Context: an optimization exercise on an open-source flow, tuned for small area, a short achievable clock period and few clock cycles per item. The choices shown serve that exercise and are no tape-out recipe.
Where RTL was checked, it was by simulation tests only, not by an equivalence proof against the original.
The RTL of runs 1, 2, 5 and 6 was laid out without a check of its function.
No activity file was given, so power comes from the tool's default toggle rates.

==> design/flow/config.mk <==
export PLATFORM = sky130hd
export DESIGN_NAME = cakeField
export DESIGN_NICKNAME = cakeField
export VERILOG_FILES = /design/flow/design.v
export SDC_FILE = /design/flow/constraint.sdc
export NUM_CORES = 4
export LEC_CHECK = 0
export CAP_MARGIN = 20
export CORE_MARGIN = 2
export CORE_UTILIZATION = 40
export SETUP_SLACK_MARGIN = 2.3
export SLEW_MARGIN = 20
==> design/flow/standard.sh <==
#!/bin/bash
# synth_recipe.tcl (not shown) runs the flow's synth.tcl, then flattens the netlist and writes it again
# the make line also repeats each setting of config.mk as NAME=value (left out here)
make -C /OpenROAD-flow-scripts/flow DESIGN_CONFIG=/design/flow/config.mk WORK_HOME=/design/flow/orfs CLKGATE_MAP_FILE= SYNTH_SCRIPT=/design/flow/synth_recipe.tcl "${@:-finish}"
==> design/flow/flow/run.sh <==
#!/bin/bash
# Own layout flow: the standard flow, with the port buffers made from
# plain buffers (the standard flow picks a slow delay cell for them) and
# with the resizer free to swap a cell for one of another footprint.
# Synthesis is the standard one, run unchanged.
set -euo pipefail
bash standard.sh synth > synth.log 2>&1
bash standard.sh \
	"BUFFER_PORTS_ARGS=-buffer_cell sky130_fd_sc_hd__buf_4" \
	MATCH_CELL_FOOTPRINT=0 \
	finish > layout.log 2>&1
==> design/flow/design.v <==
module cakeLane
#(
	parameter bit FallsDown = 1'b1,
	parameter logic [1:0] Speed = 2'd1,
	parameter logic [53:0] StartY = '0,
	parameter int NumWrap = 6,
	parameter logic [17:0] WrapOrder = '0
)(
	input logic update,
	input logic rst,
	input logic step,
	input logic [9:0] pixelY,
	output logic [8:0] ringYNext,
	output logic [9:0] driftYNext,
	input logic [8:0] ringY,
	input logic [9:0] driftY,
	input logic qYHigh,
	output logic [5:0] rowHit
);
	localparam int CakesPerLane = 6;
	localparam int Ring = 480 / Speed;
	localparam int CakeSize = 20;
	localparam int MovesW = $clog2(Ring);
	logic [MovesW-1:0] moves;
	logic [7:0] drift;
	logic [2:0] wraps;
	logic [CakesPerLane-1:0] wrapped;
	logic atEdge;
	logic roundEnd;
	logic [MovesW-1:0] movesUp;
	logic [7:0] driftUp;
	cakeRowAdd #(.W(9)) ringAdd (
		.a(pixelY[8:0]),
		.b(FallsDown ? ~(9'(moves) * 9'(Speed)) : 9'(moves) * 9'(Speed)),
		.cin(FallsDown),
		.sum(ringYNext)
	);
	cakeRowAdd #(.W(10)) driftAdd (
		.a(pixelY),
		.b({1'b0, drift, 1'b0}),
		.cin(1'b0),
		.sum(driftYNext)
	);
	function automatic logic inWindow9(input logic [8:0] pos, input int lo);
		int a;
		int b;
		a = (lo + 1) % 512;
		b = (lo + CakeSize - 1) % 512;
		if (a <= b)
			inWindow9 = (pos >= 9'(a)) && (pos <= 9'(b));
		else
			inWindow9 = (pos >= 9'(a)) || (pos <= 9'(b));
	endfunction
	function automatic logic inWindow10(input logic [9:0] pos, input int lo);
		int a;
		int b;
		a = (lo + 1) % 1024;
		b = (lo + CakeSize - 1) % 1024;
		if (a <= b)
			inWindow10 = (pos >= 10'(a)) && (pos <= 10'(b));
		else
			inWindow10 = (pos >= 10'(a)) || (pos <= 10'(b));
	endfunction
	function automatic int edgeMoves(input int w);
		int k;
		k = int'(StartY[9*WrapOrder[3*w +: 3] +: 9]) / int'(Speed);
		edgeMoves = FallsDown ? Ring - k : k;
	endfunction
	function automatic int wrapRank(input int c);
		wrapRank = CakesPerLane;
		for (int w = 0; w < NumWrap; w++)
			if (int'(WrapOrder[3*w +: 3]) == c)
				wrapRank = w;
	endfunction
	assign movesUp[0] = !moves[0];
	for (genvar i = 1; i < MovesW; i++)
	begin : gMovesUp
		assign movesUp[i] = moves[i] ^ (&moves[i-1:0]);
	end
	assign driftUp[0] = !drift[0];
	for (genvar i = 1; i < 8; i++)
	begin : gDriftUp
		assign driftUp[i] = drift[i] ^ (&drift[i-1:0]);
	end
	always_comb
	begin
		for (int c = 0; c < CakesPerLane; c++)
		begin
			int s;
			s = int'(StartY[9*c +: 9]);
			wrapped[c] = (wraps > 3'(wrapRank(c)));
			if (Speed != 2'd1 && s % 2 == 1)
				rowHit[c] = ({drift, 1'b0} > 9'(s)) ? inWindow10(driftY, s + 512) : inWindow10(driftY, s);
			else if (wrapped[c])
				rowHit[c] = !qYHigh && inWindow9(ringY, FallsDown ? s + 32 : s + 512 - 32);
			else
				rowHit[c] = !qYHigh && inWindow9(ringY, s);
		end
	end
	always_ff @(posedge update)
	begin
		if (rst)
		begin
			moves <= '0;
			drift <= '0;
			wraps <= '0;
			atEdge <= 1'b0;
			roundEnd <= 1'b0;
		end
		else if (step)
		begin
			if (atEdge)
			begin
				wraps <= wraps + 3'd1;
				atEdge <= 1'b0;
			end
			else
			begin
				if (roundEnd)
				begin
					moves <= '0;
					wraps <= '0;
				end
				else
					moves <= movesUp;
				drift <= driftUp;
				atEdge <= 1'b0;
				for (int w = 0; w < NumWrap; w++)
					if (!roundEnd && wraps == 3'(w) && moves == MovesW'(edgeMoves(w) - 1))
						atEdge <= 1'b1;
				roundEnd <= !roundEnd && (moves == MovesW'(Ring - 2));
			end
		end
	end
endmodule
module cakeRowAdd
#(
	parameter int W = 12
)(
	input logic [W-1:0] a,
	input logic [W-1:0] b,
	input logic cin,
	output logic [W-1:0] sum
);
	logic [W-1:0] p0;
	logic [W-1:0] g;
	logic [W-1:0] p;
	always_comb
	begin
		p0 = a ^ b;
		g = a & b;
		p = p0;
		g[0] = g[0] | (p0[0] & cin);
		for (int d = 1; d < W; d = 2 * d)
			for (int i = W - 1; i >= d; i--)
			begin
				g[i] = g[i] | (p[i] & g[i-d]);
				p[i] = p[i] & p[i-d];
			end
		sum[0] = p0[0] ^ cin;
		for (int i = 1; i < W; i++)
			sum[i] = p0[i] ^ g[i-1];
	end
endmodule
module pixelQueryFifo
(
	input logic update,
	input logic rst,
	input logic pixelReq,
	input logic [9:0] pixelX,
	input logic [9:0] pixelY,
	output logic pixelAck,
	input logic [35:0] laneRingYNext,
	input logic [9:0] driftYNext,
	output logic qValid,
	output logic [3:0] qLane,
	output logic qYHigh,
	output logic [8:0] qRingY,
	output logic [9:0] qDriftY,
	input logic qPop
);
	localparam int CakeSize = 20;
	localparam logic [39:0] LaneX = {10'd510, 10'd240, 10'd100, 10'd65};
	logic push;
	logic [3:0] inLane;
	logic [8:0] ringYNext;
	assign push = pixelReq && !pixelAck && !qValid;
	always_comb
	begin
		ringYNext = '0;
		for (int l = 0; l < 4; l++)
		begin
			inLane[l] = (pixelX > LaneX[10*l +: 10]) && ({1'b0, pixelX} < {1'b0, LaneX[10*l +: 10]} + 11'(CakeSize));
			ringYNext = ringYNext | (inLane[l] ? laneRingYNext[9*l +: 9] : 9'd0);
		end
	end
	always_ff @(posedge update)
	begin
		if (rst)
		begin
			pixelAck <= 1'b0;
			qValid <= 1'b0;
		end
		else
		begin
			if (push)
				pixelAck <= 1'b1;
			else if (!pixelReq)
				pixelAck <= 1'b0;
			if (push)
				qValid <= 1'b1;
			else if (qPop)
				qValid <= 1'b0;
		end
	end
	always_ff @(posedge update)
	begin
		if (!qValid)
		begin
			qLane <= inLane;
			qYHigh <= pixelY[9];
			qRingY <= ringYNext;
			qDriftY <= driftYNext;
		end
	end
endmodule
module cakeHitTester
(
	input logic update,
	input logic rst,
	input logic qValid,
	input logic [3:0] qLane,
	output logic qPop,
	input logic [23:0] rowHit,
	output logic hitReq,
	output logic [23:0] hitMask,
	input logic hitAck
);
	localparam int NumLanes = 4;
	localparam int CakesPerLane = 6;
	logic [5:0] cakeNow;
	logic [3:0] hitLane;
	logic [5:0] hitCake;
	always_comb
	begin
		cakeNow = '0;
		for (int l = 0; l < NumLanes; l++)
			cakeNow = cakeNow | (qLane[l] ? rowHit[l * CakesPerLane +: CakesPerLane] : '0);
	end
	assign qPop = qValid && !hitReq && !hitAck;
	always_ff @(posedge update)
	begin
		if (rst)
			hitReq <= 1'b0;
		else if (qPop)
			hitReq <= 1'b1;
		else if (hitAck)
			hitReq <= 1'b0;
	end
	always_ff @(posedge update)
	begin
		if (!hitReq)
		begin
			hitLane <= qLane;
			hitCake <= cakeNow;
		end
	end
	always_comb
	begin
		for (int l = 0; l < NumLanes; l++)
			hitMask[l * CakesPerLane +: CakesPerLane] = hitLane[l] ? hitCake : '0;
	end
endmodule
module cakeField
(
	input logic update,
	input logic rst,
	input logic step,
	input logic pixelReq,
	input logic [9:0] pixelX,
	input logic [9:0] pixelY,
	output logic pixelAck,
	output logic hitReq,
	output logic [23:0] hitMask,
	input logic hitAck
);
	localparam int NumLanes = 4;
	localparam logic [3:0] LaneFallsDown = 4'b1001;
	localparam logic [7:0] LaneSpeed = {2'd1, 2'd2, 2'd1, 2'd1};
	localparam logic [215:0] LaneStartY = {
		{9'd400, 9'd330, 9'd255, 9'd200, 9'd100, 9'd20},
		{9'd375, 9'd350, 9'd210, 9'd180, 9'd75, 9'd25},
		{9'd440, 9'd340, 9'd290, 9'd220, 9'd150, 9'd50},
		{9'd450, 9'd370, 9'd290, 9'd200, 9'd150, 9'd70}
	};
	localparam logic [15:0] LaneNumWrap = {4'd6, 4'd3, 4'd6, 4'd6};
	localparam logic [71:0] LaneWrapOrder = {
		{3'd0, 3'd1, 3'd2, 3'd3, 3'd4, 3'd5},
		{3'd0, 3'd0, 3'd0, 3'd4, 3'd3, 3'd2},
		{3'd5, 3'd4, 3'd3, 3'd2, 3'd1, 3'd0},
		{3'd0, 3'd1, 3'd2, 3'd3, 3'd4, 3'd5}
	};
	logic [23:0] rowHit;
	logic qValid;
	logic [3:0] qLane;
	logic qYHigh;
	logic qPop;
	logic [35:0] laneRingYNext;
	logic [39:0] laneDriftYNext;
	logic [8:0] qRingY;
	logic [9:0] qDriftY;
	for (genvar g = 0; g < NumLanes; g++)
	begin : gLane
		cakeLane #(
			.FallsDown(LaneFallsDown[g]),
			.Speed(LaneSpeed[2*g +: 2]),
			.StartY(LaneStartY[54*g +: 54]),
			.NumWrap(int'(LaneNumWrap[4*g +: 4])),
			.WrapOrder(LaneWrapOrder[18*g +: 18])
		) lane (
			.update(update),
			.rst(rst),
			.step(step),
			.pixelY(pixelY),
			.ringYNext(laneRingYNext[9*g +: 9]),
			.driftYNext(laneDriftYNext[10*g +: 10]),
			.ringY(qRingY),
			.driftY(qDriftY),
			.qYHigh(qYHigh),
			.rowHit(rowHit[6*g +: 6])
		);
	end
	pixelQueryFifo queryFifo (
		.update(update),
		.rst(rst),
		.pixelReq(pixelReq),
		.pixelX(pixelX),
		.pixelY(pixelY),
		.pixelAck(pixelAck),
		.laneRingYNext(laneRingYNext),
		.driftYNext(laneDriftYNext[20 +: 10]),
		.qValid(qValid),
		.qLane(qLane),
		.qYHigh(qYHigh),
		.qRingY(qRingY),
		.qDriftY(qDriftY),
		.qPop(qPop)
	);
	cakeHitTester hitTester (
		.update(update),
		.rst(rst),
		.qValid(qValid),
		.qLane(qLane),
		.qPop(qPop),
		.rowHit(rowHit),
		.hitReq(hitReq),
		.hitMask(hitMask),
		.hitAck(hitAck)
	);
endmodule
==> design/flow/constraint.sdc <==
create_clock -name core_clock -period 4.5 [get_ports {update}]
set_input_delay 0.9000 -clock core_clock [delete_from_list [all_inputs] [get_ports {update}]]
set_output_delay 0.9000 -clock core_clock [all_outputs]
set_load 0.01 [all_outputs]
==> impl_metrics.yaml, run 1 <==
status:
  status: "timing/DRC/antenna clean"
grt:
  met3_usage: 0.0273
  grt_pass1_vias: 7465
  use_met1: 0.330
  grt_use_total: 0.235
  grt_first_pass_wirelength_um: 41000
  grt.busiest_layer: "met2"
  use_met2: 0.359
  grt_max_degree: 52
  overflow: 0
  antenna_found_initial: 0
place:
  pre_cts_slack_ns: 1.43
  portBuffers: 50
  gp_congestion: 0.952
  placed_cell_area_um2: 9040
  dp_hpwl_um: 18700
critical_path:
  worstReg2RegStart: "gLane[3].lane.moves[2]$_SDFFE_PP0P_"
  rr_worst_depth: 8
  critPathRequiredTime_ns: 4.60
  crit_path_start_kind: "input pin"
  endpoint_kind: "flip-flop"
  cp-startpoint: "pixelY[0]"
  reg2reg_to: "queryFifo.qRingY[8]$_DFFE_PN_"
  path_class: "input pin to flip-flop"
  crit_fanout: 3
  critPathCapture: "queryFifo.qRingY[8]$_DFFE_PN_"
  cp.arrival_ns: 2.76
  reg2reg_slack_ns: 1.89
yosys:
  syn_nets: 1138
  syn_avg_cell_area_um2: 8.16
  netlist_area_um2: 8370
  synth_edf_count: 34
  synthArstFlopShare: 0
  synth_cell_types: 71
  ys_seq_area_frac: 0.280
  synthFlopType: "dfxtp_1"
  syn_inst: 1025
  ys_seq_elements: 100
  yosysWarningCount: 8
pwr:
  power_density_nw_per_um2: 232
  ir_drop_uv: 202
  p_leak_nw: 3.83
floorplan:
  row_count: 52
  die_area_um2: 22100
  coreArea_um2: 20400
  fp.dieW_um: 149
  start_util: 0.411
  die_h_um: 149
  pin_count: 51
clock_tree:
  cts_root_buf: "clkbuf_16"
  htreeDepth: 3
  worst_skew_pair.late_latency_ns: 0.36
  cts-buffers-inserted: 9
  cts_sinks: 100
  hold_buffers: 0
  cts_buffer_depth: 2
  clk_pin_slew_ns: 0.07
  tritoncts: "done"
sta:
  fmax_ghz: 0.376
  hold_viol: 0
  maxSlewHeadroom: 0.350
  fin_crit_ns: 2.66
  period_share: 0.591
  rsz0062_at_grt: "true"
  timing.final.max_slew_violations: 0
  setup_tns_ns: 0
  skew_ns: 0.0108
  tightest_slew_ns: 0.969
  setup_slack_ns: 1.84
  setup_viol_count_final: 0
  timing.hold.ws_ns: 0.475
finish:
  final_area_um2: 10200
  antennaDiodeCount: 0
  layout-drive-gt1-share: 0.193
  fillers: 1945
  fin_nets: 1218
  postLayoutCoreUtil: 0.500
  area_delta_synth_final_pct: 21.6
routing:
  avgRoutedWirePerCell_um: 18.8
  dr.pass1.iters: 6
  antenna_left: 0
  drcViolationCount: 0
  via_per_inst: 5.93
  wirelength_um: 26000
  dr.first_iter.drc_count: 795
  vias: 8180
min_path:
  min_path_type: "flip-flop to flip-flop"
  hp-start: "queryFifo.qValid$_SDFFE_PP0P_"
job:
  maxCapViolations: 0
[placed cells by master, fill, tap and decap left out, drive strengths merged, types with 6 or more instances in the layout]
cell and instances:
o22ai 6, nand4 22, o221ai 7, o21ai 64, and2 26, nor4b 8, or3 13, a31oi 12
nand3b 14, nor2 102, o21a 12, and3 13, a22oi 10, edfxtp 34, ha 83, dfxtp 66
nand2b 18, a211oi 13, nand2 70, xnor2 40, nor3 22, nor3b 7, inv 58, nand3 28
xor2 18, nand4b 9, nor4 12, a21o 9, a21oi 72, o2111ai 6, buf 108, o211ai 11
clkbuf 14, a32oi 10, nor2b 15
[per-layer routing]
metal / vias up / routed length, um / part of all wire
met5: - / 0 / 0
met4: 0 / 1250 / 0.048
met3: 95 / 1950 / 0.075
met2: 399 / 11200 / 0.43
met1: 3724 / 11600 / 0.45
li1: 3962 / - / -
[how the worst min path moves through the flow]
stage                                                 end  slack [ns]  cells past startpoint
after floorplan           queryFifo.pixelAck$_SDFFE_PP0P_        0.43                      1
after global placement    queryFifo.pixelAck$_SDFFE_PP0P_        0.44                      1
after detailed placement  queryFifo.pixelAck$_SDFFE_PP0P_        0.45                      1
after CTS                 queryFifo.pixelAck$_SDFFE_PP0P_        0.46                      1
after global routing      queryFifo.pixelAck$_SDFFE_PP0P_        0.52                      1
final                     queryFifo.pixelAck$_SDFFE_PP0P_        0.48                      1
[cell type report]
type / count / area [um^2] / area share
Multi-Input combinational cell: 824 / 5960 / 0.586
Sequential cell: 100 / 2360 / 0.232
Timing Repair Buffer: 110 / 981 / 0.0964
Tap cell: 270 / 338 / 0.0332
Clock buffer: 12 / 258 / 0.0253
Inverter: 60 / 241 / 0.0237
Clock inverter: 4 / 30.0 / 0.00295
[cell families (layout without fill, tap and decap cells)]
logic type	count (synthesis)	count (layout)	synth area share
DFF	100	100	0.280
AOI/OAI and AO/OA	280	280	0.221
muxes	2	2	0.00239
adders and majority gates	88	88	0.136
xor gates and xnor gates	58	58	0.0607
and+or+nand+nor	396	396	0.251
buffers and inverters	101	186	0.0490
[worst max-delay path: stages]
cell      delay, ns
buf_8          0.11
inv_4          0.06
ha_4           0.13
fa_2           0.20
nor2b_1        0.06
o31a_1         0.27
o41a_1         0.40
or3_1          0.36
a32oi_1        0.18
o211ai_1       0.10
[repair_timing]
action                     in CTS  in global routing
gates resized for setup        36                 67
pin swaps                      23                 38
setup buffers                  28                 23
setup endpoints to repair      19                 24
gates cloned                    1                  1
[state kept, by name, indices dropped and copies added (netlist names)]
| register | flops |
|---|---|
| queryFifo.qDriftY | 10 |
| queryFifo.qRingY | 9 |
| queryFifo.qYHigh | 1 |
| gLane.lane.wraps | 12 |
| queryFifo.pixelAck | 1 |
| gLane.lane.drift | 8 |
| gLane.lane.moves | 35 |
| queryFifo.qValid | 1 |
| hitTester.hitReq | 1 |
| gLane.lane.atEdge | 4 |
| hitTester.hitCake | 6 |
| hitTester.hitLane | 4 |
| queryFifo.qLane | 4 |
| gLane.lane.roundEnd | 4 |
[power breakdown]
part	internal (mW)	switching (mW)
clock	0.413	0.373
combinational	0.232	0.313
sequential	0.975	0.0575
total	1.62	0.744
[through the flow]
step	total power [mW]	cells
global placement	1.49	1311
floorplan	1.34	1025
finish	2.36	1380
detailed placement	1.49	1311
CTS	2.32	1356
global route	2.47	1380
[synthesized netlist by cell type, types with 4 or more instances]
| cell type | count | share of area |
|---|---|---|
| a2111oi_0 | 4 | 0.0042 |
| a211o_1 | 4 | 0.0042 |
| a211oi_1 | 13 | 0.012 |
| a21o_1 | 9 | 0.0081 |
| a21oi_1 | 72 | 0.043 |
| a22oi_1 | 10 | 0.0090 |
| a31oi_1 | 12 | 0.0090 |
| a32oi_1 | 10 | 0.010 |
| and2_1 | 26 | 0.019 |
| and3_1 | 13 | 0.0097 |
| and4b_1 | 4 | 0.0048 |
| buf_2 | 19 | 0.011 |
| clkbuf_1 | 19 | 0.0085 |
| dfxtp_1 | 66 | 0.16 |
| edfxtp_1 | 34 | 0.12 |
| fa_1 | 5 | 0.012 |
| ha_1 | 83 | 0.12 |
| inv_1 | 58 | 0.026 |
| nand2_1 | 70 | 0.031 |
| nand2b_1 | 18 | 0.013 |
| nand3_1 | 28 | 0.017 |
| nand3b_1 | 14 | 0.013 |
| nand4_1 | 22 | 0.016 |
| nand4b_1 | 9 | 0.0094 |
| nor2_1 | 102 | 0.046 |
| nor2b_1 | 15 | 0.011 |
| nor3_1 | 21 | 0.013 |
| nor3b_1 | 7 | 0.0063 |
| nor4_1 | 12 | 0.0090 |
| nor4b_1 | 8 | 0.0084 |
| o2111ai_1 | 6 | 0.0063 |
| o211ai_1 | 11 | 0.0099 |
| o21a_1 | 12 | 0.011 |
| o21ai_0 | 61 | 0.036 |
| o21bai_1 | 4 | 0.0036 |
| o221ai_1 | 7 | 0.0073 |
| o22ai_1 | 6 | 0.0045 |
| o31a_1 | 4 | 0.0042 |
| o31ai_1 | 4 | 0.0036 |
| or3_1 | 13 | 0.0097 |
| or4_1 | 5 | 0.0045 |
| xnor2_1 | 40 | 0.042 |
| xor2_1 | 18 | 0.019 |
==> inputs of run 2 (changes only) <==
--- a/design/flow/design.v
+++ b/design/flow/design.v
@@ -27,7 +27,4 @@
 	logic [CakesPerLane-1:0] wrapped;
 	logic atEdge;
-	logic roundEnd;
-	logic [MovesW-1:0] movesUp;
-	logic [7:0] driftUp;
 	cakeRowAdd #(.W(9)) ringAdd (
 		.a(pixelY[8:0]),
@@ -73,13 +70,10 @@
 				wrapRank = w;
 	endfunction
-	assign movesUp[0] = !moves[0];
-	for (genvar i = 1; i < MovesW; i++)
-	begin : gMovesUp
-		assign movesUp[i] = moves[i] ^ (&moves[i-1:0]);
-	end
-	assign driftUp[0] = !drift[0];
-	for (genvar i = 1; i < 8; i++)
-	begin : gDriftUp
-		assign driftUp[i] = drift[i] ^ (&drift[i-1:0]);
+	always_comb
+	begin
+		atEdge = 1'b0;
+		for (int w = 0; w < NumWrap; w++)
+			if (wraps == 3'(w) && moves == MovesW'(edgeMoves(w)))
+				atEdge = 1'b1;
 	end
 	always_comb
@@ -105,17 +99,12 @@
 			drift <= '0;
 			wraps <= '0;
-			atEdge <= 1'b0;
-			roundEnd <= 1'b0;
 		end
 		else if (step)
 		begin
 			if (atEdge)
-			begin
 				wraps <= wraps + 3'd1;
-				atEdge <= 1'b0;
-			end
 			else
 			begin
-				if (roundEnd)
+				if (moves == MovesW'(Ring - 1))
 				begin
 					moves <= '0;
@@ -123,11 +112,6 @@
 				end
 				else
-					moves <= movesUp;
-				drift <= driftUp;
-				atEdge <= 1'b0;
-				for (int w = 0; w < NumWrap; w++)
-					if (!roundEnd && wraps == 3'(w) && moves == MovesW'(edgeMoves(w) - 1))
-						atEdge <= 1'b1;
-				roundEnd <= !roundEnd && (moves == MovesW'(Ring - 2));
+					moves <= moves + MovesW'(1);
+				drift <= drift + 8'd1;
 			end
 		end
--- a/design/flow/config.mk
+++ b/design/flow/config.mk
@@ -9,4 +9,4 @@
 export CORE_MARGIN = 2
 export CORE_UTILIZATION = 40
-export SETUP_SLACK_MARGIN = 2.3
+export SETUP_SLACK_MARGIN = 0
 export SLEW_MARGIN = 20
==> impl_metrics.yaml, run 2 <==
sta:
  setup_viol_count_final: 0
  tightest_slew_ns: 1.09
  setup_tns_ns: 0
  timing.final.max_slew_violations: 0
  timing.hold.ws_ns: 0.482
  fin_crit_ns: 2.97
  rsz0062_at_grt: "false"
  setup_slack_ns: 1.53
  maxSlewHeadroom: 0.270
  period_share: 0.661
  hold_viol: 0
  fmax_ghz: 0.336
  skew_ns: 0.00974
yosys:
  yosysWarningCount: 8
  synth_cell_types: 89
  ys_seq_elements: 92
  synth_edf_count: 34
  synth.most_common_cell: "nor2_1"
  synthArstFlopShare: 0
  synth_common_cells: "81 x nor2_1, 72 x ha_1, 65 x nand2_1, 63 x inv_1, 60 x o21ai_0"
  synthFlopType: "dfxtp_1"
  netlist_area_um2: 8560
  syn_avg_cell_area_um2: 8.13
  syn_nets: 1155
  syn_inst: 1053
  synth.top_cell.area_share: 0.136
  synth_area_leaders: "dfxtp_1 14%, edfxtp_1 12%, ha_1 11%, nor2_1 3.6%, o21ai_0 3.5%"
  ys_seq_area_frac: 0.255
  yosys.area.top_type: "dfxtp_1"
finish:
  layout_common_cells: "81 x nor2_1, 72 x ha_1, 65 x nand2_1"
  area_delta_synth_final_pct: 9.30
  multi_input_area_um2: 5870
  antennaDiodeCount: 0
  layout_commonest_cell: "nor2_1"
  final_cells: 1343
  top_regs: "gLane.lane.moves: 35 flops, gLane.lane.wraps: 12 flops, queryFifo.qDriftY: 10 flops"
  fin_nets: 1165
  regArea_um2: 2180
  registers.top_by_ff_count: "gLane.lane.moves"
  layout-drive-gt1-share: 0.0890
  largest_reg_flops: 35
  fillers: 2138
clock_tree:
  post_cts_buffers: 0
  cts-buffers-inserted: 9
  cts_buffer_depth: 2
  worst_skew_pair.late_latency_ns: 0.36
  clk_pin_slew_ns: 0.07
  tritoncts: "done"
  cts_resized: 0
  htreeDepth: 3
  cts_sinks: 92
  cts_root_buf: "clkbuf_16"
  hold_buffers: 0
critical_path:
  crit_path_start_kind: "flip-flop"
  cp.arrival_ns: 3.09
  rr_worst_depth: 7
  critPathRequiredTime_ns: 4.62
  path_class: "flip-flop to flip-flop"
  reg2reg_to: "hitTester.hitCake[1]$_DFFE_PN_"
  reg2reg_slack_ns: 1.53
  worstReg2RegStart: "queryFifo.qRingY[5]$_DFFE_PN_"
  crit_fanout: 20
  endpoint_kind: "flip-flop"
status:
  status: "timing/DRC/antenna clean"
floorplan:
  fp.dieW_um: 150
  start_util: 0.407
  row_count: 53
  die_area_um2: 22600
  coreArea_um2: 21000
  die_h_um: 150
  pin_count: 51
place:
  dp_hpwl_um: 19000
  gp_congestion: 0.960
  pre_cts_slack_ns: 1.33
  portBuffers: 50
  place_inst: 1327
pwr:
  p_seq_frac: 0.458
  power_switching_mw: 0.672
  ir_drop_uv: 191
  combPwrFrac: 0.184
  p_sw_frac: 0.310
  p_leak_nw: 3.44
  power_density_nw_per_um2: 232
  internal_power_mw: 1.50
  clockPowerShare: 0.358
grt:
  grt_use_total: 0.227
  grt_max_degree: 74
  grt_pass1_vias: 7262
  grt_first_pass_wirelength_um: 40100
  overflow: 0
  antenna_found_initial: 0
min_path:
  worstHoldPathCells: 2
  hold_end: "queryFifo.qValid$_SDFFE_PP0P_"
  hp-start: "queryFifo.qValid$_SDFFE_PP0P_"
  min_path_type: "flip-flop to flip-flop"
routing:
  wirelength_um: 25400
  dr.first_iter.drc_count: 826
  drcViolationCount: 0
  antenna_left: 0
  avgRoutedWirePerCell_um: 18.9
  dr.pass1.iters: 6
  via_per_inst: 6.12
  vias: 8218
job:
  maxCapViolations: 0
## run 2: changes by cell type in the layout (fill, tap and decap cells not counted), moves of 10 or more
cell / before / now
nor2_1: 96 / 81
a21oi_1: 63 / 51
inv_1: 49 / 63
nor2b_1: 9 / 22
buf_4: 92 / 56
o31ai_1: 4 / 19
nor3_1: 20 / 41
xnor2_1: 40 / 30
mux2i_1: 2 / 15
## run 2: routing by layer
| metal | global-route usage | wire (um) | vias up |
|---|---|---|---|
| met5 | 0 | 0 | - |
| met4 | 0.0967 | 890 | 0 |
| met3 | 0.0324 | 1450 | 53 |
| met2 | 0.348 | 11300 | 310 |
| met1 | 0.317 | 11700 | 3847 |
| li1 | - | - | 4008 |
## run 2: kinds of logic after synthesis
logic type	share of synthesized area
DFF	0.255
AOI/OAI and AO/OA	0.240
muxes	0.0202
adders and majority gates	0.117
buffers and inverters	0.0592
and+or+nand+nor	0.263
xor gates and xnor gates	0.0461
## run 2: area by class of cell
type                       count  area share
multi-input combinational    839       0.627
sequential                    92       0.233
clock inverter                 6     0.00696
clock buffer                  10      0.0245
tap                          275      0.0368
timing repair buffer          56      0.0449
inverter                      65      0.0261
## run 2: worst max-delay path by stage
stage | slack [ns] | cells after the start | endpoint | start
after floorplan | 1.61 | 10 | queryFifo.qRingY[8]$_DFFE_PN_ | pixelY[0]
after global placement | 1.34 | 11 | queryFifo.qRingY[6]$_DFFE_PN_ | pixelY[0]
after detailed placement | 1.33 | 11 | queryFifo.qRingY[8]$_DFFE_PN_ | pixelY[0]
after CTS | 1.66 | 8 | gLane[2].lane.drift[7]$_SDFFE_PP0P_ | gLane[2].lane.wraps[0]$_SDFFE_PP0P_
after global routing | 1.42 | 5 | hitTester.hitCake[1]$_DFFE_PN_ | queryFifo.qRingY[7]$_DFFE_PN_
final | 1.53 | 7 | hitTester.hitCake[1]$_DFFE_PN_ | queryFifo.qRingY[5]$_DFFE_PN_
## run 2: per-stage QoR
step	utilization	instance area (um^2)	total power, mW
after floorplan	-	8560	1.26
after global placement	0.431	9060	1.41
after detailed placement	0.431	9060	1.40
after CTS	0.445	9350	2.18
after global routing	0.445	9350	2.26
final	0.445	9350	2.17
## run 2: power groups by stage
stage	logic, mW	clock network [mW]	registers, mW
floorplan	0.305	0	0.957
global placement	0.395	0	1.01
detailed placement	0.393	0	1.01
CTS	0.395	0.789	0.992
global route	0.442	0.814	1.00
finish	0.400	0.777	0.995
## run 2: critical path: stages (launching register included)
cell and delay [ns]:
edfxtp_1 0.73, buf_4 0.34, nor4bb_1 0.83, a2bb2oi_1 0.15, o21ai_0 0.19, nand4b_1 0.16
a41o_1 0.24, o41ai_1 0.08
==> inputs of run 3 (changes only) <==
--- a/design/flow/design.v
+++ b/design/flow/design.v
@@ -10,7 +10,6 @@
 	input logic rst,
 	input logic step,
-	input logic [9:0] pixelY,
-	output logic [8:0] ringYNext,
-	output logic [9:0] driftYNext,
+	output logic [8:0] ringShift,
+	output logic [8:0] driftShift,
 	input logic [8:0] ringY,
 	input logic [9:0] driftY,
@@ -21,22 +20,22 @@
 	localparam int Ring = 480 / Speed;
 	localparam int CakeSize = 20;
-	localparam int MovesW = $clog2(Ring);
-	logic [MovesW-1:0] moves;
+	localparam int CountW = FallsDown ? 9 : $clog2(Ring);
+	logic [CountW-1:0] count;
 	logic [7:0] drift;
 	logic [2:0] wraps;
 	logic [CakesPerLane-1:0] wrapped;
 	logic atEdge;
-	cakeRowAdd #(.W(9)) ringAdd (
-		.a(pixelY[8:0]),
-		.b(FallsDown ? ~(9'(moves) * 9'(Speed)) : 9'(moves) * 9'(Speed)),
-		.cin(FallsDown),
-		.sum(ringYNext)
-	);
-	cakeRowAdd #(.W(10)) driftAdd (
-		.a(pixelY),
-		.b({1'b0, drift, 1'b0}),
-		.cin(1'b0),
-		.sum(driftYNext)
-	);
+	logic roundEnd;
+	logic [CountW-1:0] countNext;
+	logic [7:0] driftUp;
+	if (Speed == 2'd2)
+	begin : gShift2
+		assign ringShift = 9'({count, 1'b0});
+	end
+	else
+	begin : gShift1
+		assign ringShift = 9'(count);
+	end
+	assign driftShift = {drift, 1'b0};
 	function automatic logic inWindow9(input logic [8:0] pos, input int lo);
 		int a;
@@ -59,4 +58,7 @@
 			inWindow10 = (pos >= 10'(a)) || (pos <= 10'(b));
 	endfunction
+	function automatic logic [CountW-1:0] countAt(input int m);
+		countAt = FallsDown ? CountW'((512 - m) % 512) : CountW'(m);
+	endfunction
 	function automatic int edgeMoves(input int w);
 		int k;
@@ -70,10 +72,16 @@
 				wrapRank = w;
 	endfunction
-	always_comb
-	begin
-		atEdge = 1'b0;
-		for (int w = 0; w < NumWrap; w++)
-			if (wraps == 3'(w) && moves == MovesW'(edgeMoves(w)))
-				atEdge = 1'b1;
+	assign countNext[0] = !count[0];
+	for (genvar i = 1; i < CountW; i++)
+	begin : gCountNext
+		if (FallsDown)
+			assign countNext[i] = count[i] ^ !(|count[i-1:0]);
+		else
+			assign countNext[i] = count[i] ^ (&count[i-1:0]);
+	end
+	assign driftUp[0] = !drift[0];
+	for (genvar i = 1; i < 8; i++)
+	begin : gDriftUp
+		assign driftUp[i] = drift[i] ^ (&drift[i-1:0]);
 	end
 	always_comb
@@ -96,22 +104,32 @@
 		if (rst)
 		begin
-			moves <= '0;
+			count <= '0;
 			drift <= '0;
 			wraps <= '0;
+			atEdge <= 1'b0;
+			roundEnd <= 1'b0;
 		end
 		else if (step)
 		begin
 			if (atEdge)
+			begin
 				wraps <= wraps + 3'd1;
+				atEdge <= 1'b0;
+			end
 			else
 			begin
-				if (moves == MovesW'(Ring - 1))
+				if (roundEnd)
 				begin
-					moves <= '0;
+					count <= '0;
 					wraps <= '0;
 				end
 				else
-					moves <= moves + MovesW'(1);
-				drift <= drift + 8'd1;
+					count <= countNext;
+				drift <= driftUp;
+				atEdge <= 1'b0;
+				for (int w = 0; w < NumWrap; w++)
+					if (!roundEnd && wraps == 3'(w) && count == countAt(edgeMoves(w) - 1))
+						atEdge <= 1'b1;
+				roundEnd <= !roundEnd && (count == countAt(Ring - 2));
 			end
 		end
@@ -155,6 +173,6 @@
 	input logic [9:0] pixelY,
 	output logic pixelAck,
-	input logic [35:0] laneRingYNext,
-	input logic [9:0] driftYNext,
+	input logic [35:0] laneRingShift,
+	input logic [8:0] driftShift,
 	output logic qValid,
 	output logic [3:0] qLane,
@@ -168,14 +186,15 @@
 	logic push;
 	logic [3:0] inLane;
+	logic takenValid;
+	logic [3:0] takenLane;
+	logic [9:0] takenY;
+	logic [8:0] shift;
 	logic [8:0] ringYNext;
-	assign push = pixelReq && !pixelAck && !qValid;
+	logic [9:0] driftYNext;
+	assign push = pixelReq && !pixelAck && !takenValid;
 	always_comb
 	begin
-		ringYNext = '0;
 		for (int l = 0; l < 4; l++)
-		begin
 			inLane[l] = (pixelX > LaneX[10*l +: 10]) && ({1'b0, pixelX} < {1'b0, LaneX[10*l +: 10]} + 11'(CakeSize));
-			ringYNext = ringYNext | (inLane[l] ? laneRingYNext[9*l +: 9] : 9'd0);
-		end
 	end
 	always_ff @(posedge update)
@@ -184,4 +203,5 @@
 		begin
 			pixelAck <= 1'b0;
+			takenValid <= 1'b0;
 			qValid <= 1'b0;
 		end
@@ -193,5 +213,9 @@
 				pixelAck <= 1'b0;
 			if (push)
-				qValid <= 1'b1;
+				takenValid <= 1'b1;
+			else if (!qValid)
+				takenValid <= 1'b0;
+			if (!qValid)
+				qValid <= takenValid;
 			else if (qPop)
 				qValid <= 1'b0;
@@ -200,8 +224,34 @@
 	always_ff @(posedge update)
 	begin
+		if (!takenValid)
+		begin
+			takenLane <= inLane;
+			takenY <= pixelY;
+		end
+	end
+	always_comb
+	begin
+		shift = '0;
+		for (int l = 0; l < 4; l++)
+			shift = shift | (takenLane[l] ? laneRingShift[9*l +: 9] : 9'd0);
+	end
+	cakeRowAdd #(.W(9)) ringAdd (
+		.a(takenY[8:0]),
+		.b(shift),
+		.cin(1'b0),
+		.sum(ringYNext)
+	);
+	cakeRowAdd #(.W(10)) driftAdd (
+		.a(takenY),
+		.b({1'b0, driftShift}),
+		.cin(1'b0),
+		.sum(driftYNext)
+	);
+	always_ff @(posedge update)
+	begin
 		if (!qValid)
 		begin
-			qLane <= inLane;
-			qYHigh <= pixelY[9];
+			qLane <= takenLane;
+			qYHigh <= takenY[9];
 			qRingY <= ringYNext;
 			qDriftY <= driftYNext;
@@ -290,6 +340,6 @@
 	logic qYHigh;
 	logic qPop;
-	logic [35:0] laneRingYNext;
-	logic [39:0] laneDriftYNext;
+	logic [35:0] laneRingShift;
+	logic [35:0] laneDriftShift;
 	logic [8:0] qRingY;
 	logic [9:0] qDriftY;
@@ -306,7 +356,6 @@
 			.rst(rst),
 			.step(step),
-			.pixelY(pixelY),
-			.ringYNext(laneRingYNext[9*g +: 9]),
-			.driftYNext(laneDriftYNext[10*g +: 10]),
+			.ringShift(laneRingShift[9*g +: 9]),
+			.driftShift(laneDriftShift[9*g +: 9]),
 			.ringY(qRingY),
 			.driftY(qDriftY),
@@ -322,6 +371,6 @@
 		.pixelY(pixelY),
 		.pixelAck(pixelAck),
-		.laneRingYNext(laneRingYNext),
-		.driftYNext(laneDriftYNext[20 +: 10]),
+		.laneRingShift(laneRingShift),
+		.driftShift(laneDriftShift[18 +: 9]),
 		.qValid(qValid),
 		.qLane(qLane),
--- a/design/flow/config.mk
+++ b/design/flow/config.mk
@@ -8,5 +8,5 @@
 export CAP_MARGIN = 20
 export CORE_MARGIN = 2
-export CORE_UTILIZATION = 40
-export SETUP_SLACK_MARGIN = 0
+export CORE_UTILIZATION = 60
+export SETUP_SLACK_MARGIN = 2.3
 export SLEW_MARGIN = 20
==> impl_metrics.yaml, run 3 <==
grt:
  grt.busiest_layer: "met2"
  grt_pass1_vias: 8216
  grt_max_degree: 59
  use_met1: 0.464
  grt_use_total: 0.384
  met3_usage: 0.0854
  grt_first_pass_wirelength_um: 43100
  antenna_found_initial: 0
  use_met2: 0.625
  overflow: 0
floorplan:
  pin_count: 51
  start_util: 0.615
  coreArea_um2: 13300
  row_count: 42
  die_area_um2: 14600
  die_h_um: 121
  fp.dieW_um: 121
yosys:
  syn_inst: 978
  ys_seq_elements: 115
  yosysWarningCount: 8
  synth_common_cells: "110 x nor2_1, 79 x nand2_1, 70 x a21oi_1, 67 x dfxtp_1, 61 x ha_1"
  synth_cell_types: 85
  ys_seq_area_frac: 0.340
  syn_nets: 1066
  synth_area_leaders: "edfxtp_1 18%, dfxtp_1 16%, ha_1 9.3%, nor2_1 5.0%, a21oi_1 4.3%"
  netlist_area_um2: 8180
  synth_edf_count: 48
  synthFlopType: "dfxtp_1"
  yosys.area.top_type: "edfxtp_1"
  syn_avg_cell_area_um2: 8.36
  synthArstFlopShare: 0
  synth.most_common_cell: "nor2_1"
  synth.top_cell.area_share: 0.176
critical_path:
  rr_worst_depth: 10
  crit_fanout: 8
  path_class: "flip-flop to flip-flop"
  critPathRequiredTime_ns: 4.66
  crit_path_start_kind: "flip-flop"
  worstReg2RegStart: "queryFifo.takenLane[3]$_DFFE_PN_"
  reg2reg_slack_ns: 1.95
  cp.arrival_ns: 2.71
  endpoint_kind: "flip-flop"
  reg2reg_to: "queryFifo.qRingY[8]$_DFFE_PN_"
finish:
  postLayoutCoreUtil: 0.776
  regArea_um2: 2790
  layout_commonest_cell: "buf_4"
  antennaDiodeCount: 0
  layout-drive-gt1-share: 0.231
  fin_nets: 1177
  multi_input_area_um2: 5310
  top_regs: "gLane.lane.count: 35 flops, gLane.lane.wraps: 12 flops"
  registers.top_by_ff_count: "gLane.lane.count"
  area_delta_synth_final_pct: 26.2
  layout_common_cells: "122 x buf_4, 102 x nor2_1, 76 x nand2_1"
  fillers: 870
  largest_reg_flops: 35
pwr:
  p_seq_frac: 0.342
  power_switching_mw: 1.41
  clockPowerShare: 0.323
  power_mw: 3.97
  p_leak_nw: 4.11
  internal_power_mw: 2.56
  power_density_nw_per_um2: 385
  p_sw_frac: 0.354
  ir_drop_uv: 356
  combPwrFrac: 0.335
sta:
  setup_viol_count_final: 0
  skew_ns: 0.00770
  fin_crit_ns: 2.55
  period_share: 0.566
  tightest_slew_ns: 0.931
  rsz0062_at_grt: "true"
  hold_viol: 0
  setup_slack_ns: 1.95
  timing.final.max_slew_violations: 0
  fmax_ghz: 0.393
  maxSlewHeadroom: 0.378
  setup_tns_ns: 0
place:
  gp_congestion: 1.01
  pre_cts_slack_ns: 1.76
  portBuffers: 50
  dp_hpwl_um: 18200
routing:
  wirelength_um: 29100
  antenna_left: 0
  avgRoutedWirePerCell_um: 22.8
  drcViolationCount: 0
  via_per_inst: 6.85
  dr.first_iter.drc_count: 1379
  dr.pass1.iters: 6
  vias: 8749
min_path:
  min_path_type: "flip-flop to flip-flop"
  hp-start: "gLane[2].lane.count[1]$_SDFFE_PP0P_"
  hold_end: "gLane[2].lane.count[1]$_SDFFE_PP0P_"
  worstHoldPathCells: 2
clock_tree:
  hold_buffers: 0
  clk_pin_slew_ns: 0.06
  cts_sinks: 115
  cts_root_buf: "clkbuf_16"
  tritoncts: "done"
  cts-buffers-inserted: 17
  cts_buffer_depth: 2
  worst_skew_pair.late_latency_ns: 0.42
  htreeDepth: 4
job:
  maxCapViolations: 0
status:
  status: "timing/DRC/antenna clean"
==> run 3: cell types whose count changed after synthesis, moves of 13 or more <==
cell / change
o31ai_1: -17
edfxtp_1: +14
nand4_1: -16
a21oi_1: +19
o21ai_0: -13
mux2i_1: -13
nor2_1: +29
inv_1: -14
nand2_1: +14
==> run 3: worst max-delay path, cell delays in order (launching register included) <==
cell and delay, ns:
edfxtp_1 0.49, buf_4 0.22, a22oi_1 0.21, nand2_1 0.12
ha_1 0.38, nor2b_1 0.22, o21ai_2 0.10, a21boi_2 0.20
o21ai_2 0.10, a21oi_2 0.16, xnor2_1 0.08
==> run 3: repair_timing <==
| action | 4_1_cts | 5_1_grt |
|---|---|---|
| endpoints found under the setup margin | 14 | 14 |
| cloned | 1 | 3 |
| endpoints found under the hold margin | 0 | 0 |
| setup buffers | 58 | 31 |
| gates resized for setup | 45 | 65 |
| pin swaps | 22 | 32 |
==> run 3: worst max path at each step <==
stage,endpoint,cells past startpoint,from
global placement,hitTester.hitCake[4]$_DFFE_PN_,6,queryFifo.qRingY[8]$_DFFE_PN_
global route,queryFifo.qRingY[6]$_DFFE_PN_,10,queryFifo.takenLane[3]$_DFFE_PN_
CTS,queryFifo.qRingY[6]$_DFFE_PN_,11,queryFifo.takenLane[3]$_DFFE_PN_
detailed placement,hitTester.hitCake[4]$_DFFE_PN_,6,queryFifo.qRingY[8]$_DFFE_PN_
floorplan,queryFifo.qRingY[6]$_DFFE_PN_,12,queryFifo.takenLane[1]$_DFFE_PN_
finish,queryFifo.qRingY[8]$_DFFE_PN_,10,queryFifo.takenLane[3]$_DFFE_PN_
==> run 3: power by group through the flow <==
stage	clock [mW]	combinational [mW]	sequential (mW)
floorplan	0	0.646	1.28
global placement	0	0.730	1.44
detailed placement	0	0.741	1.45
CTS	1.28	1.08	1.34
global route	1.33	1.39	1.37
finish	1.28	1.33	1.36
==> run 3: final cells by class <==
type	count	area share
Inverter	50	0.0186
Clock buffer	21	0.0446
Tap cell	176	0.0213
Multi-Input combinational cell	758	0.514
Clock inverter	11	0.0101
Timing Repair Buffer	147	0.121
Sequential cell	115	0.270
==> run 3: layer usage <==
layer / share of wire / vias to the layer above
met5: 0 / -
met4: 0.076 / 0
met3: 0.10 / 197
met2: 0.46 / 671
met1: 0.37 / 4058
li1: - / 3823
==> run 3: cells by family (layout without fill, tap and decap cells) <==
group | Yosys count | after routing | share of synthesized area
buf+inv | 105 | 229 | 0.0528
simple gates | 405 | 405 | 0.259
xor+xnor | 35 | 35 | 0.0375
flops | 115 | 115 | 0.340
mux | 3 | 3 | 0.00383
fa+ha+maj | 63 | 63 | 0.0982
compound gates | 252 | 252 | 0.209
==> run 3: through the flow <==
stage | cells | cell area [um^2] | hold WS (ns)
floorplan | 978 | 8190 | 0.424
global placement | 1153 | 8560 | 0.496
detailed placement | 1153 | 8560 | 0.506
CTS | 1244 | 9770 | 0.514
global route | 1278 | 10300 | 0.545
finish | 1278 | 10300 | 0.511
Testbench counts of run 3, summed over its fixed seeds: cycles 7,096, queries 3,072.
==> inputs of run 4 (changes only) <==
--- a/design/flow/config.mk
+++ b/design/flow/config.mk
@@ -8,5 +8,5 @@
 export CAP_MARGIN = 20
 export CORE_MARGIN = 2
-export CORE_UTILIZATION = 60
+export CORE_UTILIZATION = 40
 export SETUP_SLACK_MARGIN = 2.3
 export SLEW_MARGIN = 20
==> impl_metrics.yaml, run 4 <==
sta:
  setup_slack_ns: 2.20
  maxSlewHeadroom: 0.300
  timing.final.max_slew_violations: 0
  rsz0062_at_grt: "true"
  timing.hold.ws_ns: 0.497
  fmax_ghz: 0.435
  setup_viol_count_final: 0
  hold_viol: 0
  period_share: 0.511
  tightest_slew_ns: 1.05
  setup_tns_ns: 0
  fin_crit_ns: 2.30
  skew_ns: 0.00956
floorplan:
  row_count: 52
  start_util: 0.405
  die_h_um: 147
  coreArea_um2: 20200
  pin_count: 51
  fp.dieW_um: 147
  die_area_um2: 21600
finish:
  final_area_um2: 10000
  registers.top_by_ff_count: "gLane.lane.count"
  layout-drive-gt1-share: 0.191
  largest_reg_flops: 35
  fillers: 1926
  antennaDiodeCount: 0
  fin_nets: 1140
  layout_commonest_cell: "nor2_1"
  layout_common_cells: "103 x nor2_1, 101 x buf_4, 78 x nand2_1"
  top_regs: "gLane.lane.count: 35 flops, gLane.lane.wraps: 12 flops"
  area_delta_synth_final_pct: 22.3
pwr:
  p_leak_nw: 3.88
  p_sw_frac: 0.345
  power_density_nw_per_um2: 383
  ir_drop_uv: 305
  internal_power_mw: 2.51
  clockPowerShare: 0.360
  combPwrFrac: 0.289
  p_seq_frac: 0.351
  power_switching_mw: 1.32
routing:
  drcViolationCount: 0
  antenna_left: 0
  vias: 7884
  dr.pass1.iters: 5
  wirelength_um: 25400
  dr.first_iter.drc_count: 726
  via_per_inst: 5.91
  avgRoutedWirePerCell_um: 19.0
yosys:
  synth.top_cell.area_share: 0.176
  ys_seq_area_frac: 0.340
  synthArstFlopShare: 0
  synthFlopType: "dfxtp_1"
  yosys.area.top_type: "edfxtp_1"
  synth_common_cells: "110 x nor2_1, 79 x nand2_1, 70 x a21oi_1, 67 x dfxtp_1, 61 x ha_1"
  ys_seq_elements: 115
  synth.most_common_cell: "nor2_1"
  syn_avg_cell_area_um2: 8.36
  synth_cell_types: 85
  syn_nets: 1066
  yosysWarningCount: 8
  syn_inst: 978
  netlist_area_um2: 8180
  synth_area_leaders: "edfxtp_1 18%, dfxtp_1 16%, ha_1 9.3%, nor2_1 5.0%, a21oi_1 4.3%"
  synth_edf_count: 48
job:
  maxCapViolations: 0
critical_path:
  path_class: "flip-flop to flip-flop"
  endpoint_kind: "flip-flop"
  critPathRequiredTime_ns: 4.65
  crit_fanout: 6
  crit_path_start_kind: "flip-flop"
  cp.arrival_ns: 2.45
clock_tree:
  htreeDepth: 4
  cts-buffers-inserted: 17
  tritoncts: "done"
  hold_buffers: 0
  cts_buffer_depth: 2
  worst_skew_pair.late_latency_ns: 0.42
  cts_sinks: 115
  cts_root_buf: "clkbuf_16"
  clk_pin_slew_ns: 0.06
status:
  status: "timing/DRC/antenna clean"
place:
  placed_cell_area_um2: 8680
  portBuffers: 50
  dp_hpwl_um: 17600
  pre_cts_slack_ns: 1.78
  gp_congestion: 0.987
grt:
  antenna_found_initial: 0
  grt_use_total: 0.232
  grt_max_degree: 59
  grt_first_pass_wirelength_um: 39500
  grt_pass1_vias: 7114
  overflow: 0
min_path:
  min_path_type: "flip-flop to flip-flop"
-- run 4: cell counts after synthesis --
Identical to the previous run, type by type.
-- run 4: cells by family (layout without fill, tap and decap cells) --
logic type	after synthesis	in the layout	share of synthesized area
flip-flops	115	115	0.340
buffers and inverters	105	192	0.0528
XOR/XNOR	35	35	0.0375
adder cells (fa/ha/maj)	63	63	0.0982
AND/OR/NAND/NOR	405	405	0.259
multiplexers	3	3	0.00383
AO/OA/AOI/OAI	252	252	0.209
-- run 4: area by class of cell --
cell class	instances	area, um^2	area share
Clock buffer	23	542	0.0542
Timing Repair Buffer	110	868	0.0868
Multi-Input combinational cell	758	5200	0.520
Tap cell	270	338	0.0338
Sequential cell	115	2790	0.279
Clock inverter	9	76.3	0.00763
Inverter	50	191	0.0191
-- run 4: routing by layer --
metal / global-route usage / share of wire / vias to the layer above / wire length, um
li1: - / - / 3759 / -
met1: 0.317 / 0.44 / 3660 / 11300
met2: 0.343 / 0.43 / 373 / 11000
met3: 0.0562 / 0.081 / 92 / 2050
met4: 0.117 / 0.046 / 0 / 1160
met5: 0 / 0 / - / 0
-- run 4: worst max-delay path: stages (launching register included) --
cell	delay, ns
edfxtp_1	0.40
buf_4	0.19
buf_6	0.12
o21a_4	0.23
o21a_1	0.23
o311ai_2	0.22
nand2_1	0.09
or4_4	0.55
-- run 4: worst paths after layout --
| check | start | endpoint | slack, ns | cells after the start |
|---|---|---|---|---|
| max | queryFifo.qRingY[1]$_DFFE_PN_ | hitTester.hitCake[0]$_DFFE_PN_ | 2.20 | 7 |
| min | queryFifo.qValid$_SDFF_PP0_ | queryFifo.qValid$_SDFF_PP0_ | 0.50 | 1 |
| min reg2reg | queryFifo.qValid$_SDFF_PP0_ | queryFifo.qValid$_SDFF_PP0_ | 0.50 | 1 |
| max reg2reg | queryFifo.qRingY[1]$_DFFE_PN_ | hitTester.hitCake[0]$_DFFE_PN_ | 2.20 | 7 |
-- run 4: power groups by stage --
stage          logic (mW)  clock network, mW  registers, mW
3_5_place_dp        0.727                  0           1.45
2_1_floorplan       0.646                  0           1.28
5_1_grt              1.18               1.44           1.36
3_3_place_gp        0.743                  0           1.45
4_1_cts             0.957               1.40           1.35
6_report             1.11               1.38           1.35
-- run 4: metrics by stage --
| step | std cells | utilization | power, mW |
|---|---|---|---|
| 3_3_place_gp | 1247 | 0.430 | 2.20 |
| 3_5_place_dp | 1247 | 0.430 | 2.18 |
| 2_1_floorplan | 978 | - | 1.93 |
| 4_1_cts | 1321 | 0.481 | 3.70 |
| 5_1_grt | 1335 | 0.496 | 3.99 |
| 6_report | 1335 | 0.496 | 3.83 |
-- run 4: repair_timing --
item	in CTS	in global routing
pin swaps	13	19
setup buffers	42	14
resized for setup	29	45
setup endpoints to repair	14	14
==> inputs of run 5 (changes only) <==
--- a/design/flow/design.v
+++ b/design/flow/design.v
@@ -189,4 +189,5 @@
 	logic [3:0] takenLane;
 	logic [9:0] takenY;
+	logic [8:0] shiftNow;
 	logic [8:0] shift;
 	logic [8:0] ringYNext;
@@ -195,4 +196,10 @@
 	always_comb
 	begin
+		shiftNow = '0;
+		for (int l = 0; l < 4; l++)
+			shiftNow = shiftNow | (inLane[l] ? laneRingShift[9*l +: 9] : 9'd0);
+	end
+	always_comb
+	begin
 		for (int l = 0; l < 4; l++)
 			inLane[l] = (pixelX > LaneX[10*l +: 10]) && ({1'b0, pixelX} < {1'b0, LaneX[10*l +: 10]} + 11'(CakeSize));
@@ -228,12 +235,7 @@
 			takenLane <= inLane;
 			takenY <= pixelY;
+			shift <= shiftNow;
 		end
 	end
-	always_comb
-	begin
-		shift = '0;
-		for (int l = 0; l < 4; l++)
-			shift = shift | (takenLane[l] ? laneRingShift[9*l +: 9] : 9'd0);
-	end
 	cakeRowAdd #(.W(9)) ringAdd (
 		.a(takenY[8:0]),
==> impl_metrics.yaml, run 5 <==
floorplan:
  fp.dieW_um: 148
  pin_count: 51
  coreArea_um2: 20200
  die_h_um: 148
  row_count: 52
  die_area_um2: 21800
  start_util: 0.409
sta:
  setup_tns_ns: 0
  fin_crit_ns: 2.26
  hold_viol: 0
  maxSlewHeadroom: 0.346
  timing.final.max_slew_violations: 0
  fmax_ghz: 0.443
  setup_viol_count_final: 0
  rsz0062_at_grt: "true"
  setup_slack_ns: 2.24
  tightest_slew_ns: 0.980
  skew_ns: 0.00881
  period_share: 0.502
place:
  gp_congestion: 1.02
  dp_hpwl_um: 16700
  portBuffers: 50
  pre_cts_slack_ns: 1.76
  place_inst: 1249
critical_path:
  max_stage_delay_ns: 0.62
  crit_path_start_kind: "flip-flop"
  path_buf_inv: 1
  critPathRequiredTime_ns: 4.75
  cpMaxStageDelayCell: "or4b_2"
  endpoint_kind: "flip-flop"
  path_delay_family: "simple AND/OR/NAND/NOR gates"
  worstPathCellList: "buf_4, nand2b_4, or4b_2, a21oi_1, a2bb2oi_1, a2111oi_0, o21ai_1"
  crit_fanout: 12
  cp.arrival_ns: 2.51
  path_class: "flip-flop to flip-flop"
grt:
  overflow: 0
  grt_first_pass_wirelength_um: 38400
  antenna_found_initial: 0
  grt_use_total: 0.220
  grt_pass1_vias: 7036
  grt_max_degree: 56
min_path:
  min_path_type: "flip-flop to flip-flop"
yosys:
  synthArstFlopShare: 0
  synth.most_common_cell: "nor2_1"
  synth_area_leaders: "edfxtp_1 21%, dfxtp_1 16%, ha_1 9.2%, nor2_1 5.1%, a21oi_1 4.1%"
  synthFlopType: "dfxtp_1"
  synth_edf_count: 57
  ys_seq_area_frac: 0.369
  syn_inst: 972
  syn_avg_cell_area_um2: 8.51
  netlist_area_um2: 8270
  synth_common_cells: "113 x nor2_1, 88 x nand2_1, 68 x a21oi_1, 67 x dfxtp_1, 61 x ha_1"
  synth_cell_types: 79
  ys_seq_elements: 124
  yosys.area.top_type: "edfxtp_1"
  syn_nets: 1060
  synth.top_cell.area_share: 0.207
  yosysWarningCount: 8
routing:
  dr.pass1.iters: 9
  vias: 7640
  wirelength_um: 23800
  via_per_inst: 5.82
  antenna_left: 0
  drcViolationCount: 0
  avgRoutedWirePerCell_um: 18.2
  dr.first_iter.drc_count: 913
clock_tree:
  worst_skew_pair.late_latency_ns: 0.42
  htreeDepth: 4
  tritoncts: "done"
  cts_buffer_depth: 2
  clk_pin_slew_ns: 0.07
  cts_root_buf: "clkbuf_16"
  cts_sinks: 124
  cts-buffers-inserted: 17
job:
  maxCapViolations: 0
finish:
  top_regs: "gLane.lane.count: 35 flops, gLane.lane.wraps: 12 flops"
  final_cells: 1312
  antennaDiodeCount: 0
  postLayoutCoreUtil: 0.486
  layout_commonest_cell: "nor2_1"
  layout-drive-gt1-share: 0.163
  registers.top_by_ff_count: "gLane.lane.count"
  largest_reg_flops: 35
  fin_nets: 1117
  layout_common_cells: "112 x nor2_1, 88 x nand2_1, 86 x buf_4"
  area_delta_synth_final_pct: 19.0
pwr:
  p_leak_nw: 3.79
  ir_drop_uv: 279
  power_density_nw_per_um2: 370
status:
  status: "timing/DRC/antenna clean"
[run 5: cell count changes after synthesis, moves of 5 or more]
| cell | previous run | this run |
|---|---|---|
| and4b_1 | 6 | 1 |
| nor3_1 | 29 | 35 |
| nor4_1 | 8 | 15 |
| edfxtp_1 | 48 | 57 |
| nand2_1 | 79 | 88 |
| o21ai_0 | 47 | 39 |
| nand2b_1 | 16 | 24 |
| o211ai_1 | 11 | 4 |
| nor3b_1 | 9 | 3 |
| a2111oi_0 | 1 | 6 |
[run 5: logic make-up (layout without fill, tap and decap cells)]
group	after synthesis	count (layout)	share of synthesized area
and+or+nand+nor	419	419	0.259
AOI/OAI and AO/OA	224	224	0.178
DFF	124	124	0.369
buffers and inverters	98	168	0.0478
adders and majority gates	63	63	0.0971
xor gates and xnor gates	37	37	0.0392
muxes	7	7	0.00908
[run 5: worst paths after layout]
kind                                     from                             end  slack (ns)  cells after the start
max             queryFifo.qRingY[7]$_DFFE_PN_  hitTester.hitCake[1]$_DFFE_PN_        2.24                      7
min          queryFifo.takenLane[3]$_DFFE_PN_    queryFifo.qLane[3]$_DFFE_PN_        0.43                      0
max reg2reg     queryFifo.qRingY[7]$_DFFE_PN_  hitTester.hitCake[1]$_DFFE_PN_        2.24                      7
min reg2reg  queryFifo.takenLane[3]$_DFFE_PN_    queryFifo.qLane[3]$_DFFE_PN_        0.43                      0
[run 5: what timing repair did]
item                                    CTS  global route
hold buffers                              0             0
pin swaps                                 2            12
resized for setup                         9            42
buffers inserted                         25             6
endpoints found under the setup margin   17            18
[run 5: per-stage QoR]
step	power, mW	instance area (um^2)	hold WS [ns]
final	3.64	9840	0.427
after detailed placement	2.15	8830	0.413
after global routing	3.80	9840	0.436
after CTS	3.57	9630	0.430
after floorplan	1.93	8270	0.400
after global placement	2.15	8830	0.402
[run 5: routing by layer]
layer,GRT usage,part of all wire
met5,0,0
met4,0.0971,0.042
met3,0.0485,0.072
met2,0.336,0.44
met1,0.301,0.45
[run 5: cell type report]
class / instances / area [um^2]
Clock inverter: 13 / 113
Timing Repair Buffer: 89 / 692
Multi-Input combinational cell: 750 / 5010
Fill cell: 1888 / 10400
Sequential cell: 124 / 3060
Clock buffer: 19 / 453
Inverter: 47 / 176
Tap cell: 270 / 338
[run 5: where the power goes]
part	switching [mW]	internal, mW
clock	0.546	0.789
combinational	0.516	0.357
sequential	0.143	1.29
==> inputs of run 6 (changes only) <==
--- a/design/flow/design.v
+++ b/design/flow/design.v
@@ -143,5 +143,6 @@
 	input logic [W-1:0] b,
 	input logic cin,
-	output logic [W-1:0] sum
+	output logic [W-1:0] sum,
+	output logic carry5
 );
 	logic [W-1:0] p0;
@@ -160,4 +161,5 @@
 				p[i] = p[i] & p[i-d];
 			end
+		carry5 = g[4];
 		sum[0] = p0[0] ^ cin;
 		for (int i = 1; i < W; i++)
@@ -178,5 +180,5 @@
 	output logic [3:0] qLane,
 	output logic qYHigh,
-	output logic [8:0] qRingY,
+	output logic [35:0] qRingY,
 	output logic [9:0] qDriftY,
 	input logic qPop
@@ -189,17 +191,13 @@
 	logic [3:0] takenLane;
 	logic [9:0] takenY;
-	logic [8:0] shiftNow;
 	logic [8:0] shift;
-	logic [8:0] ringYNext;
-	logic [9:0] driftYNext;
+	logic [9:0] frameNext;
+	logic carry5;
+	logic [3:0] ring2HighNext;
+	logic [9:0] frame;
+	logic [3:0] ring2High;
 	assign push = pixelReq && !pixelAck && !takenValid;
 	always_comb
 	begin
-		shiftNow = '0;
-		for (int l = 0; l < 4; l++)
-			shiftNow = shiftNow | (inLane[l] ? laneRingShift[9*l +: 9] : 9'd0);
-	end
-	always_comb
-	begin
 		for (int l = 0; l < 4; l++)
 			inLane[l] = (pixelX > LaneX[10*l +: 10]) && ({1'b0, pixelX} < {1'b0, LaneX[10*l +: 10]} + 11'(CakeSize));
@@ -235,19 +233,24 @@
 			takenLane <= inLane;
 			takenY <= pixelY;
-			shift <= shiftNow;
 		end
 	end
-	cakeRowAdd #(.W(9)) ringAdd (
-		.a(takenY[8:0]),
-		.b(shift),
-		.cin(1'b0),
-		.sum(ringYNext)
-	);
-	cakeRowAdd #(.W(10)) driftAdd (
+	always_comb
+	begin
+		shift = '0;
+		for (int l = 0; l < 4; l++)
+			shift = shift | (takenLane[l] ? ((l == 2) ? driftShift : laneRingShift[9*l +: 9]) : 9'd0);
+	end
+	cakeRowAdd #(.W(10)) frameAdd (
 		.a(takenY),
-		.b({1'b0, driftShift}),
+		.b({1'b0, shift}),
 		.cin(1'b0),
-		.sum(driftYNext)
+		.sum(frameNext),
+		.carry5(carry5)
 	);
+	logic [3:0] ring2High0;
+	logic [3:0] ring2High1;
+	assign ring2High0 = takenY[8:5] + laneRingShift[18+5 +: 4];
+	assign ring2High1 = takenY[8:5] + laneRingShift[18+5 +: 4] + 4'd1;
+	assign ring2HighNext = carry5 ? ring2High1 : ring2High0;
 	always_ff @(posedge update)
 	begin
@@ -256,8 +259,13 @@
 			qLane <= takenLane;
 			qYHigh <= takenY[9];
-			qRingY <= ringYNext;
-			qDriftY <= driftYNext;
+			frame <= frameNext;
+			ring2High <= ring2HighNext;
 		end
 	end
+	always_comb
+	begin
+		qRingY = {frame[8:0], {ring2High, frame[4:0]}, frame[8:0], frame[8:0]};
+		qDriftY = frame;
+	end
 endmodule
 module cakeHitTester
@@ -344,5 +352,5 @@
 	logic [35:0] laneRingShift;
 	logic [35:0] laneDriftShift;
-	logic [8:0] qRingY;
+	logic [35:0] qRingY;
 	logic [9:0] qDriftY;
 	for (genvar g = 0; g < NumLanes; g++)
@@ -360,5 +368,5 @@
 			.ringShift(laneRingShift[9*g +: 9]),
 			.driftShift(laneDriftShift[9*g +: 9]),
-			.ringY(qRingY),
+			.ringY(qRingY[9*g +: 9]),
 			.driftY(qDriftY),
 			.qYHigh(qYHigh),
==> impl_metrics.yaml, run 6 <==
clock_tree:
  worst_skew_pair.late_latency_ns: 0.36
  cts-buffers-inserted: 9
  clk_pin_slew_ns: 0.08
  htreeDepth: 3
  cts_sinks: 110
  tritoncts: "done"
routing:
  avgRoutedWirePerCell_um: 17.8
  antenna_left: 0
  via_per_inst: 5.87
  dr.first_iter.drc_count: 850
  wirelength_um: 22400
  dr.pass1.iters: 6
  drcViolationCount: 0
grt:
  grt_pass1_vias: 6653
  grt_first_pass_wirelength_um: 35500
  antenna_found_initial: 0
sta:
  timing.final.max_slew_violations: 0
  tightest_slew_ns: 0.754
  rsz0062_at_grt: "true"
  fmax_ghz: 0.374
  period_share: 0.594
  maxSlewHeadroom: 0.497
  skew_ns: 0.00665
  fin_crit_ns: 2.67
  hold_viol: 0
  setup_viol_count_final: 0
yosys:
  syn_inst: 927
  synth.top_cell.area_share: 0.172
  synth_area_leaders: "dfxtp_1 17%, edfxtp_1 17%, ha_1 9.3%, nor2_1 4.7%, a21oi_1 4.2%"
  syn_nets: 1012
  ys_seq_area_frac: 0.338
  yosys.area.top_type: "dfxtp_1"
  synth.most_common_cell: "nor2_1"
  syn_avg_cell_area_um2: 8.40
  ys_seq_elements: 110
  synthArstFlopShare: 0
  synthFlopType: "dfxtp_1"
  yosysWarningCount: 7
place:
  gp_congestion: 0.967
  portBuffers: 50
  dp_hpwl_um: 15600
critical_path:
  crit_fanout: 2
  crit_path_start_kind: "flip-flop"
  path_delay_family: "compound AO/OA/AOI/OAI gates"
  cp.arrival_ns: 2.78
  path_class: "flip-flop to flip-flop"
  max_stage_delay_ns: 0.43
  path_buf_inv: 1
  endpoint_kind: "flip-flop"
pwr:
  combPwrFrac: 0.340
  ir_drop_uv: 191
  internal_power_mw: 1.96
  p_sw_frac: 0.367
  clockPowerShare: 0.249
  p_seq_frac: 0.411
  power_density_nw_per_um2: 338
  p_leak_nw: 3.54
finish:
  fillers: 1888
  antennaDiodeCount: 0
  largest_reg_flops: 35
  layout_common_cells: "96 x nor2_1, 86 x buf_4, 84 x nand2_1"
  postLayoutCoreUtil: 0.477
  area_delta_synth_final_pct: 18.0
  layout-drive-gt1-share: 0.175
  registers.top_by_ff_count: "gLane.lane.count"
min_path:
  min_path_type: "flip-flop to flip-flop"
status:
  status: "timing/DRC/antenna clean"
floorplan:
  die_area_um2: 20600
  fp.dieW_um: 144
  coreArea_um2: 19300
  die_h_um: 144
==> run 6: changes by cell type in the layout (fill, tap and decap cells not counted), moves of 6 or more <==
cell,delta
a31oi_1,+6
nor2b_1,-8
nor2_1,-16
nor3_1,-6
clkbuf_16,-7
edfxtp_1,-14
==> run 6: kinds of logic after synthesis <==
family	count (synthesis)	share of synthesized area
AOI/OAI and AO/OA	236	0.208
and+or+nand+nor	385	0.253
DFF	110	0.338
muxes	9	0.0124
xor gates and xnor gates	35	0.0394
adders and majority gates	60	0.0983
buffers and inverters	92	0.0519
==> run 6: layer usage <==
metal | track usage | vias to the layer above | wire length (um)
met5 | 0 | - | 0
met4 | 0.111 | 0 | 1140
met3 | 0.0347 | 107 | 1740
met2 | 0.330 | 390 | 9530
met1 | 0.306 | 3345 | 10000
li1 | - | 3542 | -
==> run 6: cell type report <==
| class | count | area [um^2] | share of cell area |
|---|---|---|---|
| multi-input combinational | 725 | 4940 | 0.538 |
| clock inverter | 7 | 63.8 | 0.00695 |
| clock buffer | 9 | 225 | 0.0245 |
| sequential | 110 | 2640 | 0.287 |
| inverter | 44 | 169 | 0.0184 |
| tap | 265 | 332 | 0.0361 |
| timing repair buffer | 97 | 822 | 0.0895 |
==> run 6: final timing paths <==
| check | start | to | slack [ns] | cells past startpoint |
|---|---|---|---|---|
| max reg2reg | queryFifo.takenLane[3]$_DFFE_PN_ | queryFifo.frame[8]$_DFFE_PN_ | 1.83 | 10 |
| min | gLane[2].lane.count[1]$_SDFFE_PP0P_ | gLane[2].lane.count[1]$_SDFFE_PP0P_ | 0.49 | 2 |
| min reg2reg | gLane[2].lane.count[1]$_SDFFE_PP0P_ | gLane[2].lane.count[1]$_SDFFE_PP0P_ | 0.49 | 2 |
| max | queryFifo.takenLane[3]$_DFFE_PN_ | queryFifo.frame[8]$_DFFE_PN_ | 1.83 | 10 |
==> run 6: worst min-delay path: cells and delay by family, from the launching register on <==
family	cells	cell delay, ns
AO/OA/AOI/OAI	1	0.05
flip-flops	1	0.34
AND/OR/NAND/NOR	1	0.06
==> run 6: power by group through the flow <==
| stage | clock, mW | sequential, mW | combinational [mW] |
|---|---|---|---|
| 5_1_grt | 0.833 | 1.29 | 1.13 |
| 3_3_place_gp | 0 | 1.39 | 0.736 |
| 4_1_cts | 0.797 | 1.27 | 0.934 |
| 2_1_floorplan | 0 | 1.23 | 0.668 |
| 3_5_place_dp | 0 | 1.39 | 0.727 |
| 6_report | 0.772 | 1.28 | 1.05 |
==> run 6: through the flow <==
step | hold WS [ns] | power (mW) | setup WS, ns | instances | cell area [um^2]
6_report | 0.491 | 3.10 | 1.83 | 1257 | 9190
5_1_grt | 0.516 | 3.25 | 1.69 | 1257 | 9190
4_1_cts | 0.496 | 3.00 | 1.97 | 1246 | 8880
3_5_place_dp | 0.485 | 2.11 | 1.75 | 1197 | 8310
3_3_place_gp | 0.481 | 2.13 | 1.79 | 1197 | 8310
2_1_floorplan | 0.424 | 1.90 | 1.93 | 927 | 7840
==> run 6: what timing repair did <==
item	4_1_cts	5_1_grt
cloned	0	1
buffers inserted	33	10
gates resized for setup	5	48
pin swaps	6	10
endpoints found under the setup margin	16	22

Check on run 6: ideal ports give 1.829 ns setup slack; a clkbuf_16 on the clock port and buf_2 on the inputs give 1.829 ns; moving port delays by the midpoint clock arrival (0.397 ns) as well gives 1.829 ns.
